This is an optimization exercise on Yosys and OpenROAD, whose aim is small area and a short achievable clock period, not a production implementation.
Power is estimated from default activity; no workload was simulated.

==> inputs of run a <==
==> flow/design.v <==
`timescale 1ns/1ps
`default_nettype none
package trace_monitor_pkg;
    typedef enum logic [3:0] {
        RANGE_LOWER_EN   = 4'd0,
        RANGE_UPPER_EN   = 4'd1,
        RANGE_LOWER      = 4'd2,
        RANGE_UPPER      = 4'd3,
        TRIGGER_START_EN = 4'd4,
        TRIGGER_END_EN   = 4'd5,
        TRIGGER_START    = 4'd6,
        TRIGGER_END      = 4'd7,
        WFI_STOP         = 4'd8,
        HALT_ON_FULL_EN  = 4'd9,
        FORCED_HALT      = 4'd10
    } ctrl_addr_e;
    typedef struct packed {
        logic [32-1:0]        pc;
        logic [32-1:0] instr;
        logic [32-1:0] delta;
        logic                          last;
    } trace_record_t;
    typedef struct packed {
        logic                   range_lower_en;
        logic                   range_upper_en;
        logic [32-1:0] range_lower;
        logic [32-1:0] range_upper;
        logic                   trigger_start_en;
        logic                   trigger_end_en;
        logic [32-1:0] trigger_start;
        logic [32-1:0] trigger_end;
        logic                   halt_on_full_en;
        logic                   forced_halt;
        logic                   wfi_stop_clear;
    } trace_config_t;
endpackage
`default_nettype wire
`timescale 1ns/1ps
`default_nettype none
module trace_monitor_top (
    input  wire logic                          clk,
    input  wire logic                          rst_n,
    input  wire logic [32-1:0]        pc,
    input  wire logic [32-1:0] instr,
    input  wire logic                          en,
    input  wire logic [3:0]                    ctrl_addr,
    input  wire logic [32-1:0]        ctrl_wdata,
    input  wire logic                          ctrl_write_enable,
    output logic                               tvalid,
    input  wire logic                          tready,
    output logic [(32 + 32 + 32)-1:0]       tdata,
    output logic                               tlast,
    output logic                               halt_cpu
);
    localparam int DEPTH = 8;
    localparam int RW    = (32 + 32 + 32) + 1;
    logic w_lo_en, w_hi_en, w_lo, w_hi, w_ts_en, w_te_en, w_ts, w_te;
    logic w_clr, w_hen, w_frc;
    always_comb begin
        w_lo_en = 1'b0; w_hi_en = 1'b0; w_lo = 1'b0; w_hi = 1'b0;
        w_ts_en = 1'b0; w_te_en = 1'b0; w_ts = 1'b0; w_te = 1'b0;
        w_clr = 1'b0; w_hen = 1'b0; w_frc = 1'b0;
        if (ctrl_write_enable) begin
            case (ctrl_addr)
                4'd0:  w_lo_en = 1'b1;
                4'd1:  w_hi_en = 1'b1;
                4'd2:  w_lo    = 1'b1;
                4'd3:  w_hi    = 1'b1;
                4'd4:  w_ts_en = 1'b1;
                4'd5:  w_te_en = 1'b1;
                4'd6:  w_ts    = 1'b1;
                4'd7:  w_te    = 1'b1;
                4'd8:  w_clr   = 1'b1;
                4'd9:  w_hen   = 1'b1;
                4'd10: w_frc   = 1'b1;
                default: ;
            endcase
        end
    end
    logic        lo_en, hi_en, ts_en, te_en, halt_en, forced, clr;
    logic        lo_wr, hi_wr, ts_wr, te_wr;
    logic [31:0] lo, hi, ts, te;
    logic        lo_en_n, hi_en_n, ts_en_n, te_en_n, halt_en_n, forced_n;
    logic        lo_wr_n, hi_wr_n;
    assign lo_en_n   = w_lo_en ? ctrl_wdata[0] : lo_en;
    assign hi_en_n   = w_hi_en ? ctrl_wdata[0] : hi_en;
    assign ts_en_n   = w_ts_en ? ctrl_wdata[0] : ts_en;
    assign te_en_n   = w_te_en ? ctrl_wdata[0] : te_en;
    assign halt_en_n = w_hen   ? ctrl_wdata[0] : halt_en;
    assign forced_n  = w_frc   ? ctrl_wdata[0] : forced;
    assign lo_wr_n   = lo_wr | w_lo;
    assign hi_wr_n   = hi_wr | w_hi;
    always_ff @(posedge clk or negedge rst_n) begin
        if (!rst_n) begin
            lo_en   <= 1'b0;
            hi_en   <= 1'b0;
            ts_en   <= 1'b0;
            te_en   <= 1'b0;
            halt_en <= 1'b1;
            forced  <= 1'b0;
            clr     <= 1'b0;
            lo_wr   <= 1'b0;
            hi_wr   <= 1'b0;
            ts_wr   <= 1'b0;
            te_wr   <= 1'b0;
        end else begin
            lo_en   <= lo_en_n;
            hi_en   <= hi_en_n;
            ts_en   <= ts_en_n;
            te_en   <= te_en_n;
            halt_en <= halt_en_n;
            forced  <= forced_n;
            clr     <= w_clr;
            lo_wr   <= lo_wr_n;
            hi_wr   <= hi_wr_n;
            ts_wr   <= ts_wr | w_ts;
            te_wr   <= te_wr | w_te;
        end
    end
    always_ff @(posedge clk) begin
        if (w_lo) lo <= ctrl_wdata;
        if (w_hi) hi <= ctrl_wdata;
        if (w_ts) ts <= ctrl_wdata;
        if (w_te) te <= ctrl_wdata;
    end
    logic [31:0] s0_pc, s0_instr, s1_pc, s1_instr;
    logic        s0_wfi, s1_wfi, s0_nz;
    always_ff @(posedge clk or negedge rst_n) begin
        if (!rst_n) begin
            s0_wfi <= 1'b0;
            s1_wfi <= 1'b0;
            s0_nz  <= 1'b0;
        end else begin
            s0_wfi <= (instr == 32'h10500073);
            s1_wfi <= s0_wfi;
            s0_nz  <= (pc != 32'h0);
        end
    end
    always_ff @(posedge clk) begin
        s0_pc    <= pc;
        s0_instr <= instr;
        s1_pc    <= s0_pc;
        s1_instr <= s0_instr;
    end
    logic s0_ms, s0_me, ms, me, sr, er, sr_n, er_n;
    logic eq_wd, eq_ts, eq_te;
    assign eq_wd = (pc == ctrl_wdata);
    assign eq_ts = ts_wr ? (pc == ts) : (pc == 32'h0);
    assign eq_te = te_wr ? (pc == te) : (pc == 32'hFFFF_FFFF);
    assign ms   = ts_en && s0_ms;
    assign me   = te_en && s0_me;
    assign sr_n = me ? 1'b0 : (ms ? 1'b1 : sr);
    assign er_n = me ? 1'b1 : (ms ? 1'b0 : er);
    logic [4:0] wfi_cnt, wfi_cnt_n;
    logic       wf_q;
    logic       re_n, wf_n, win_n, sel_n, lo_on_n, hi_on_n;
    always_comb begin
        if (!s1_wfi || clr)
            wfi_cnt_n = '0;
        else if (en && (wfi_cnt < 5'd16))
            wfi_cnt_n = wfi_cnt + 5'd1;
        else
            wfi_cnt_n = wfi_cnt;
    end
    assign re_n    = (s0_pc != pc) && s0_nz && !s0_wfi;
    assign wf_n    = s0_wfi && (wfi_cnt_n == 5'd15);
    assign win_n   = (sr_n || !ts_en_n) && (!er_n || !te_en_n);
    assign sel_n   = (re_n || wf_n) && win_n;
    assign lo_on_n = lo_en_n && lo_wr_n;
    assign hi_on_n = hi_en_n && hi_wr_n;
    logic lo_gt_h, lo_ge_l, hi_lt_h, hi_le_l;
    logic lo_a, lo_b, hi_a, hi_b;
    logic pre_q;
    assign lo_gt_h = w_lo ? (s0_pc[31:16] > ctrl_wdata[31:16]) : (s0_pc[31:16] > lo[31:16]);
    assign lo_ge_l = w_lo ? ((s0_pc[31:16] == ctrl_wdata[31:16]) && (s0_pc[15:0] >= ctrl_wdata[15:0]))
                          : ((s0_pc[31:16] == lo[31:16]) && (s0_pc[15:0] >= lo[15:0]));
    assign hi_lt_h = w_hi ? (s0_pc[31:16] < ctrl_wdata[31:16]) : (s0_pc[31:16] < hi[31:16]);
    assign hi_le_l = w_hi ? ((s0_pc[31:16] == ctrl_wdata[31:16]) && (s0_pc[15:0] <= ctrl_wdata[15:0]))
                          : ((s0_pc[31:16] == hi[31:16]) && (s0_pc[15:0] <= hi[15:0]));
    always_ff @(posedge clk or negedge rst_n) begin
        if (!rst_n) begin
            wfi_cnt <= '0;
            sr      <= 1'b0;
            er      <= 1'b0;
            s0_ms   <= 1'b1;
            s0_me   <= 1'b0;
            wf_q    <= 1'b0;
            lo_a    <= 1'b0;
            lo_b    <= 1'b0;
        end else begin
            wfi_cnt <= wfi_cnt_n;
            sr      <= sr_n;
            er      <= er_n;
            s0_ms   <= w_ts ? eq_wd : eq_ts;
            s0_me   <= w_te ? eq_wd : eq_te;
            wf_q    <= wf_n;
            lo_a    <= sel_n && (!lo_on_n || lo_gt_h);
            lo_b    <= sel_n && (!lo_on_n || lo_ge_l);
        end
    end
    always_ff @(posedge clk) begin
        hi_a <= !hi_on_n || hi_lt_h;
        hi_b <= !hi_on_n || hi_le_l;
    end
    assign pre_q = (lo_a || lo_b) && (hi_a || hi_b);
    logic          full_q, cap_v, cap_v_n, load, push, cap_hold;
    logic [31:0]   delta;
    logic [RW-1:0] cap;
    assign load    = en && pre_q && (!cap_v || !full_q);
    assign push    = cap_v && !full_q;
    assign cap_v_n = load || (cap_v && full_q);
    always_ff @(posedge clk or negedge rst_n) begin
        if (!rst_n) begin
            delta    <= '0;
            cap_v    <= 1'b0;
            cap_hold <= 1'b0;
        end else begin
            if (load)
                delta <= 32'd1;
            else if (delta != 32'hFFFF_FFFF)
                delta <= delta + 32'd1;
            cap_v    <= cap_v_n;
            cap_hold <= cap_v_n && full_n;
        end
    end
    always_ff @(posedge clk) begin
        if (!cap_hold)
            cap <= {s1_instr, s1_pc, delta, wf_q};
    end
    logic [DEPTH-1:0][RW-1:0] mem;
    logic [DEPTH-1:0]         wr_oh, rd_oh, wr_oh_n, rd_oh_n, we_q;
    logic [3:0]               count, count_n;
    logic                     ne_q, pop, take_rdy, full_n;
    assign take_rdy = !tvalid || tready;
    assign pop      = ne_q && take_rdy;
    always_comb begin
        count_n = count;
        if (push && !pop)
            count_n = count + 4'd1;
        else if (!push && pop)
            count_n = count - 4'd1;
    end
    assign full_n  = (count_n == 4'(DEPTH));
    assign wr_oh_n = push ? {wr_oh[DEPTH-2:0], wr_oh[DEPTH-1]} : wr_oh;
    assign rd_oh_n = pop  ? {rd_oh[DEPTH-2:0], rd_oh[DEPTH-1]} : rd_oh;
    always_ff @(posedge clk or negedge rst_n) begin
        if (!rst_n) begin
            wr_oh    <= DEPTH'(1);
            rd_oh    <= DEPTH'(1);
            we_q     <= '0;
            count    <= '0;
            full_q   <= 1'b0;
            ne_q     <= 1'b0;
            halt_cpu <= 1'b0;
            tvalid   <= 1'b0;
        end else begin
            wr_oh    <= wr_oh_n;
            rd_oh    <= rd_oh_n;
            we_q     <= (cap_v_n && !full_n) ? wr_oh_n : '0;
            count    <= count_n;
            full_q   <= full_n;
            ne_q     <= (count_n != 4'd0);
            halt_cpu <= (halt_en_n && full_n) || forced_n;
            if (take_rdy)
                tvalid <= ne_q;
        end
    end
    always_ff @(posedge clk) begin
        for (int i = 0; i < DEPTH; i++) begin
            if (we_q[i])
                mem[i] <= cap;
        end
    end
    logic [RW-1:0] out_q, out_d;
    always_comb begin
        out_d = {RW{!pop}} & out_q;
        for (int i = 0; i < DEPTH; i++)
            out_d = out_d | ({RW{pop && rd_oh[i]}} & mem[i]);
    end
    always_ff @(posedge clk) begin
        out_q <= out_d;
    end
    assign tdata = out_q[RW-1:1];
    assign tlast = out_q[0];
endmodule
`default_nettype wire
==> flow/flow/run.sh <==
#!/bin/bash
# Standard ORFS layout (the standard.sh, standard synthesis unchanged),
# with the port buffers made from plain buf cells instead of the delay-cell
# buffer that buffer_ports picks by default. Each tool's output goes to the
# ORFS logs under orfs/logs/, and make's own output to flow_make.log here.
set -euo pipefail
export BUFFER_PORTS_ARGS="-buffer_cell sky130_fd_sc_hd__buf_2"
bash standard.sh finish > flow_make.log 2>&1
==> flow/standard.sh <==
#!/bin/bash
# synth_recipe.tcl (not shown) runs the flow's synth.tcl, then flattens the netlist and writes it again
# the make line also repeats each setting of config.mk as NAME=value (left out here)
make -C /OpenROAD-flow-scripts/flow DESIGN_CONFIG=/design/flow/config.mk WORK_HOME=/design/flow/orfs CLKGATE_MAP_FILE= SYNTH_SCRIPT=/design/flow/synth_recipe.tcl "${@:-finish}"
==> flow/config.mk <==
export PLATFORM = sky130hd
export DESIGN_NAME = trace_monitor_top
export DESIGN_NICKNAME = trace_monitor_top
export VERILOG_FILES = /design/flow/design.v
export SDC_FILE = /design/flow/constraint.sdc
export NUM_CORES = 4
export LEC_CHECK = 0
export ABC_CLOCK_PERIOD_IN_PS = 1800
export CAP_MARGIN = 20
export CORE_MARGIN = 2
export CORE_UTILIZATION = 60
export CTS_CLUSTER_DIAMETER = 60
export CTS_CLUSTER_SIZE = 30
export SETUP_SLACK_MARGIN = 1.5
export SLEW_MARGIN = 20
==> flow/constraint.sdc <==
create_clock -name core_clock -period 3.5 [get_ports {clk}]
set_input_delay 0.7000 -clock core_clock [delete_from_list [all_inputs] [get_ports {clk}]]
set_output_delay 0.7000 -clock core_clock [all_outputs]
set_load 0.01 [all_outputs]
==> inputs of run b, as changes to run a <==
==> flow/design.v, changed modules only <==
module trace_monitor_top (
    input  wire logic                          clk,
    input  wire logic                          rst_n,
    input  wire logic [32-1:0]        pc,
    input  wire logic [32-1:0] instr,
    input  wire logic                          en,
    input  wire logic [3:0]                    ctrl_addr,
    input  wire logic [32-1:0]        ctrl_wdata,
    input  wire logic                          ctrl_write_enable,
    output logic                               tvalid,
    input  wire logic                          tready,
    output logic [(32 + 32 + 32)-1:0]       tdata,
    output logic                               tlast,
    output logic                               halt_cpu
);
    localparam int DEPTH = 8;
    localparam int RW    = (32 + 32 + 32) + 1;
    logic w_lo_en, w_hi_en, w_lo, w_hi, w_ts_en, w_te_en, w_ts, w_te;
    logic w_clr, w_hen, w_frc;
    always_comb begin
        w_lo_en = 1'b0; w_hi_en = 1'b0; w_lo = 1'b0; w_hi = 1'b0;
        w_ts_en = 1'b0; w_te_en = 1'b0; w_ts = 1'b0; w_te = 1'b0;
        w_clr = 1'b0; w_hen = 1'b0; w_frc = 1'b0;
        if (ctrl_write_enable) begin
            case (ctrl_addr)
                4'd0:  w_lo_en = 1'b1;
                4'd1:  w_hi_en = 1'b1;
                4'd2:  w_lo    = 1'b1;
                4'd3:  w_hi    = 1'b1;
                4'd4:  w_ts_en = 1'b1;
                4'd5:  w_te_en = 1'b1;
                4'd6:  w_ts    = 1'b1;
                4'd7:  w_te    = 1'b1;
                4'd8:  w_clr   = 1'b1;
                4'd9:  w_hen   = 1'b1;
                4'd10: w_frc   = 1'b1;
                default: ;
            endcase
        end
    end
    logic        lo_en, hi_en, ts_en, te_en, halt_en, forced, clr;
    logic        lo_wr, hi_wr, ts_wr, te_wr;
    logic [31:0] lo, hi, ts, te;
    logic        lo_en_n, hi_en_n, ts_en_n, te_en_n, halt_en_n, forced_n;
    logic        lo_wr_n, hi_wr_n;
    assign lo_en_n   = w_lo_en ? ctrl_wdata[0] : lo_en;
    assign hi_en_n   = w_hi_en ? ctrl_wdata[0] : hi_en;
    assign ts_en_n   = w_ts_en ? ctrl_wdata[0] : ts_en;
    assign te_en_n   = w_te_en ? ctrl_wdata[0] : te_en;
    assign halt_en_n = w_hen   ? ctrl_wdata[0] : halt_en;
    assign forced_n  = w_frc   ? ctrl_wdata[0] : forced;
    assign lo_wr_n   = lo_wr | w_lo;
    assign hi_wr_n   = hi_wr | w_hi;
    always_ff @(posedge clk or negedge rst_n) begin
        if (!rst_n) begin
            lo_en   <= 1'b0;
            hi_en   <= 1'b0;
            ts_en   <= 1'b0;
            te_en   <= 1'b0;
            halt_en <= 1'b1;
            forced  <= 1'b0;
            clr     <= 1'b0;
            lo_wr   <= 1'b0;
            hi_wr   <= 1'b0;
            ts_wr   <= 1'b0;
            te_wr   <= 1'b0;
        end else begin
            lo_en   <= lo_en_n;
            hi_en   <= hi_en_n;
            ts_en   <= ts_en_n;
            te_en   <= te_en_n;
            halt_en <= halt_en_n;
            forced  <= forced_n;
            clr     <= w_clr;
            lo_wr   <= lo_wr_n;
            hi_wr   <= hi_wr_n;
            ts_wr   <= ts_wr | w_ts;
            te_wr   <= te_wr | w_te;
        end
    end
    always_ff @(posedge clk) begin
        if (w_lo) lo <= ctrl_wdata;
        if (w_hi) hi <= ctrl_wdata;
        if (w_ts) ts <= ctrl_wdata;
        if (w_te) te <= ctrl_wdata;
    end
    logic [31:0] s0_pc, s0_instr, s1_pc, s1_instr;
    logic        s0_wfi, s1_wfi, s0_nz;
    always_ff @(posedge clk or negedge rst_n) begin
        if (!rst_n) begin
            s0_wfi <= 1'b0;
            s1_wfi <= 1'b0;
            s0_nz  <= 1'b0;
        end else begin
            s0_wfi <= (instr == 32'h10500073);
            s1_wfi <= s0_wfi;
            s0_nz  <= (pc != 32'h0);
        end
    end
    always_ff @(posedge clk) begin
        s0_pc    <= pc;
        s0_instr <= instr;
        s1_pc    <= s0_pc;
        s1_instr <= s0_instr;
    end
    logic s0_ms, s0_me, ms, me, sr, er, sr_n, er_n;
    logic eq_wd, eq_ts, eq_te;
    assign eq_wd = (pc == ctrl_wdata);
    assign eq_ts = ts_wr ? (pc == ts) : (pc == 32'h0);
    assign eq_te = te_wr ? (pc == te) : (pc == 32'hFFFF_FFFF);
    assign ms   = ts_en && s0_ms;
    assign me   = te_en && s0_me;
    assign sr_n = me ? 1'b0 : (ms ? 1'b1 : sr);
    assign er_n = me ? 1'b1 : (ms ? 1'b0 : er);
    logic [4:0] wfi_cnt, wfi_cnt_n;
    logic       wf_q, lo_on_q, hi_on_q, win_q, cand_q, ne_h_q, ne_l_q;
    logic       wf_n, win_n, sel;
    always_comb begin
        if (!s1_wfi || clr)
            wfi_cnt_n = '0;
        else if (en && (wfi_cnt < 5'd16))
            wfi_cnt_n = wfi_cnt + 5'd1;
        else
            wfi_cnt_n = wfi_cnt;
    end
    assign wf_n  = s0_wfi && (wfi_cnt_n == 5'd15);
    assign win_n = (sr_n || !ts_en_n) && (!er_n || !te_en_n);
    always_ff @(posedge clk or negedge rst_n) begin
        if (!rst_n) begin
            wfi_cnt <= '0;
            sr      <= 1'b0;
            er      <= 1'b0;
            s0_ms   <= 1'b1;
            s0_me   <= 1'b0;
            win_q   <= 1'b0;
            cand_q  <= 1'b0;
            wf_q    <= 1'b0;
            lo_on_q <= 1'b0;
            hi_on_q <= 1'b0;
        end else begin
            wfi_cnt <= wfi_cnt_n;
            sr      <= sr_n;
            er      <= er_n;
            s0_ms   <= w_ts ? eq_wd : eq_ts;
            s0_me   <= w_te ? eq_wd : eq_te;
            win_q   <= win_n;
            cand_q  <= s0_nz && !s0_wfi;
            wf_q    <= wf_n;
            lo_on_q <= lo_en_n && lo_wr_n;
            hi_on_q <= hi_en_n && hi_wr_n;
        end
    end
    logic lo_gt_h, lo_eq_h, lo_ge_l;
    logic hi_lt_h, hi_eq_h, hi_le_l;
    logic wd_gt_h, wd_lt_h, wd_eq_h, wd_ge_l, wd_le_l;
    logic w_lo_q, w_hi_q;
    logic ge_lo, le_hi, in_range, pre_q;
    always_ff @(posedge clk) begin
        lo_gt_h <= (s0_pc[31:16] >  lo[31:16]);
        lo_eq_h <= (s0_pc[31:16] == lo[31:16]);
        lo_ge_l <= (s0_pc[15:0]  >= lo[15:0]);
        hi_lt_h <= (s0_pc[31:16] <  hi[31:16]);
        hi_eq_h <= (s0_pc[31:16] == hi[31:16]);
        hi_le_l <= (s0_pc[15:0]  <= hi[15:0]);
        wd_gt_h <= (s0_pc[31:16] >  ctrl_wdata[31:16]);
        wd_lt_h <= (s0_pc[31:16] <  ctrl_wdata[31:16]);
        wd_eq_h <= (s0_pc[31:16] == ctrl_wdata[31:16]);
        wd_ge_l <= (s0_pc[15:0]  >= ctrl_wdata[15:0]);
        wd_le_l <= (s0_pc[15:0]  <= ctrl_wdata[15:0]);
        ne_h_q  <= (s0_pc[31:16] != pc[31:16]);
        ne_l_q  <= (s0_pc[15:0]  != pc[15:0]);
        w_lo_q  <= w_lo;
        w_hi_q  <= w_hi;
    end
    assign ge_lo    = w_lo_q ? (wd_gt_h || (wd_eq_h && wd_ge_l))
                             : (lo_gt_h || (lo_eq_h && lo_ge_l));
    assign le_hi    = w_hi_q ? (wd_lt_h || (wd_eq_h && wd_le_l))
                             : (hi_lt_h || (hi_eq_h && hi_le_l));
    assign in_range = (!lo_on_q || ge_lo) && (!hi_on_q || le_hi);
    assign sel      = (((ne_h_q || ne_l_q) && cand_q) || wf_q) && win_q;
    assign pre_q    = sel && in_range;
    logic          full_q, cap_v, cap_v_n, load, push, cap_hold;
    logic [31:0]   delta;
    logic [RW-1:0] cap;
    assign load    = en && pre_q && (!cap_v || !full_q);
    assign push    = cap_v && !full_q;
    assign cap_v_n = load || (cap_v && full_q);
    always_ff @(posedge clk or negedge rst_n) begin
        if (!rst_n) begin
            delta    <= '0;
            cap_v    <= 1'b0;
            cap_hold <= 1'b0;
        end else begin
            if (load)
                delta <= 32'd1;
            else if (delta != 32'hFFFF_FFFF)
                delta <= delta + 32'd1;
            cap_v    <= cap_v_n;
            cap_hold <= cap_v_n && full_n;
        end
    end
    always_ff @(posedge clk) begin
        if (!cap_hold)
            cap <= {s1_instr, s1_pc, delta, wf_q};
    end
    logic [DEPTH-1:0][RW-1:0] mem;
    logic [DEPTH-1:0]         wr_oh, rd_oh, wr_oh_n, rd_oh_n, we_q;
    logic [3:0]               count, count_n;
    logic                     ne_q, pop, take_rdy, full_n;
    assign take_rdy = !tvalid || tready;
    assign pop      = ne_q && take_rdy;
    always_comb begin
        count_n = count;
        if (push && !pop)
            count_n = count + 4'd1;
        else if (!push && pop)
            count_n = count - 4'd1;
    end
    assign full_n  = (count_n == 4'(DEPTH));
    assign wr_oh_n = push ? {wr_oh[DEPTH-2:0], wr_oh[DEPTH-1]} : wr_oh;
    assign rd_oh_n = pop  ? {rd_oh[DEPTH-2:0], rd_oh[DEPTH-1]} : rd_oh;
    always_ff @(posedge clk or negedge rst_n) begin
        if (!rst_n) begin
            wr_oh    <= DEPTH'(1);
            rd_oh    <= DEPTH'(1);
            we_q     <= '0;
            count    <= '0;
            full_q   <= 1'b0;
            ne_q     <= 1'b0;
            halt_cpu <= 1'b0;
            tvalid   <= 1'b0;
        end else begin
            wr_oh    <= wr_oh_n;
            rd_oh    <= rd_oh_n;
            we_q     <= (cap_v_n && !full_n) ? wr_oh_n : '0;
            count    <= count_n;
            full_q   <= full_n;
            ne_q     <= (count_n != 4'd0);
            halt_cpu <= (halt_en_n && full_n) || forced_n;
            if (take_rdy)
                tvalid <= ne_q;
        end
    end
    always_ff @(posedge clk) begin
        for (int i = 0; i < DEPTH; i++) begin
            if (we_q[i])
                mem[i] <= cap;
        end
    end
    logic [RW-1:0] out_q, out_d;
    always_comb begin
        out_d = {RW{!pop}} & out_q;
        for (int i = 0; i < DEPTH; i++)
            out_d = out_d | ({RW{pop && rd_oh[i]}} & mem[i]);
    end
    always_ff @(posedge clk) begin
        out_q <= out_d;
    end
    assign tdata = out_q[RW-1:1];
    assign tlast = out_q[0];
endmodule
==> run notes <==
- Of run b and run a, run a has the higher routed wire length (gap about 3.6%, measured against run a).
- Between run b and run a, the lower first-iteration DRC count is in run b (gap 7.8%, measured against run a).
- Of run b and run a, run b has the higher hold slack (gap 0.053 ns).
- Sequential power is about the same in run a and run b.
Function was not checked in any run of this note: the RTL went through the layout flow alone.

==> separate check: timing with driven ports <==
No port has a modelled driver above. Below, the same layouts with a new extraction and two added sets of constraints.
Step 1, drivers: a clkbuf_16 drives clk and a buf_2 each remaining input, both assumed.
Step 2 adds t to the input delays and takes it off the output delays; t is the mean of the earliest and latest rising clock arrival at the registers after step 1. Input paths then give back, and output paths get back, about the clock's delay inside the block.
Three values: ideal, step 1, step 2; two values: the first two.
| run | shift t [ns] | setup WS [ns] | worst slew at a driven data input, ns |
|---|---|---|---|
| run a | 0.718 | 1.283 / 1.283 / 0.774 | 0.06 |
| run b | 0.708 | 1.482 / 1.451 / 0.902 | 0.08 |
After both steps setup and hold are still met in every run listed. The setup slack of run b, which loses most, moves by -0.031 ns with the drivers and by -0.580 ns with both steps.
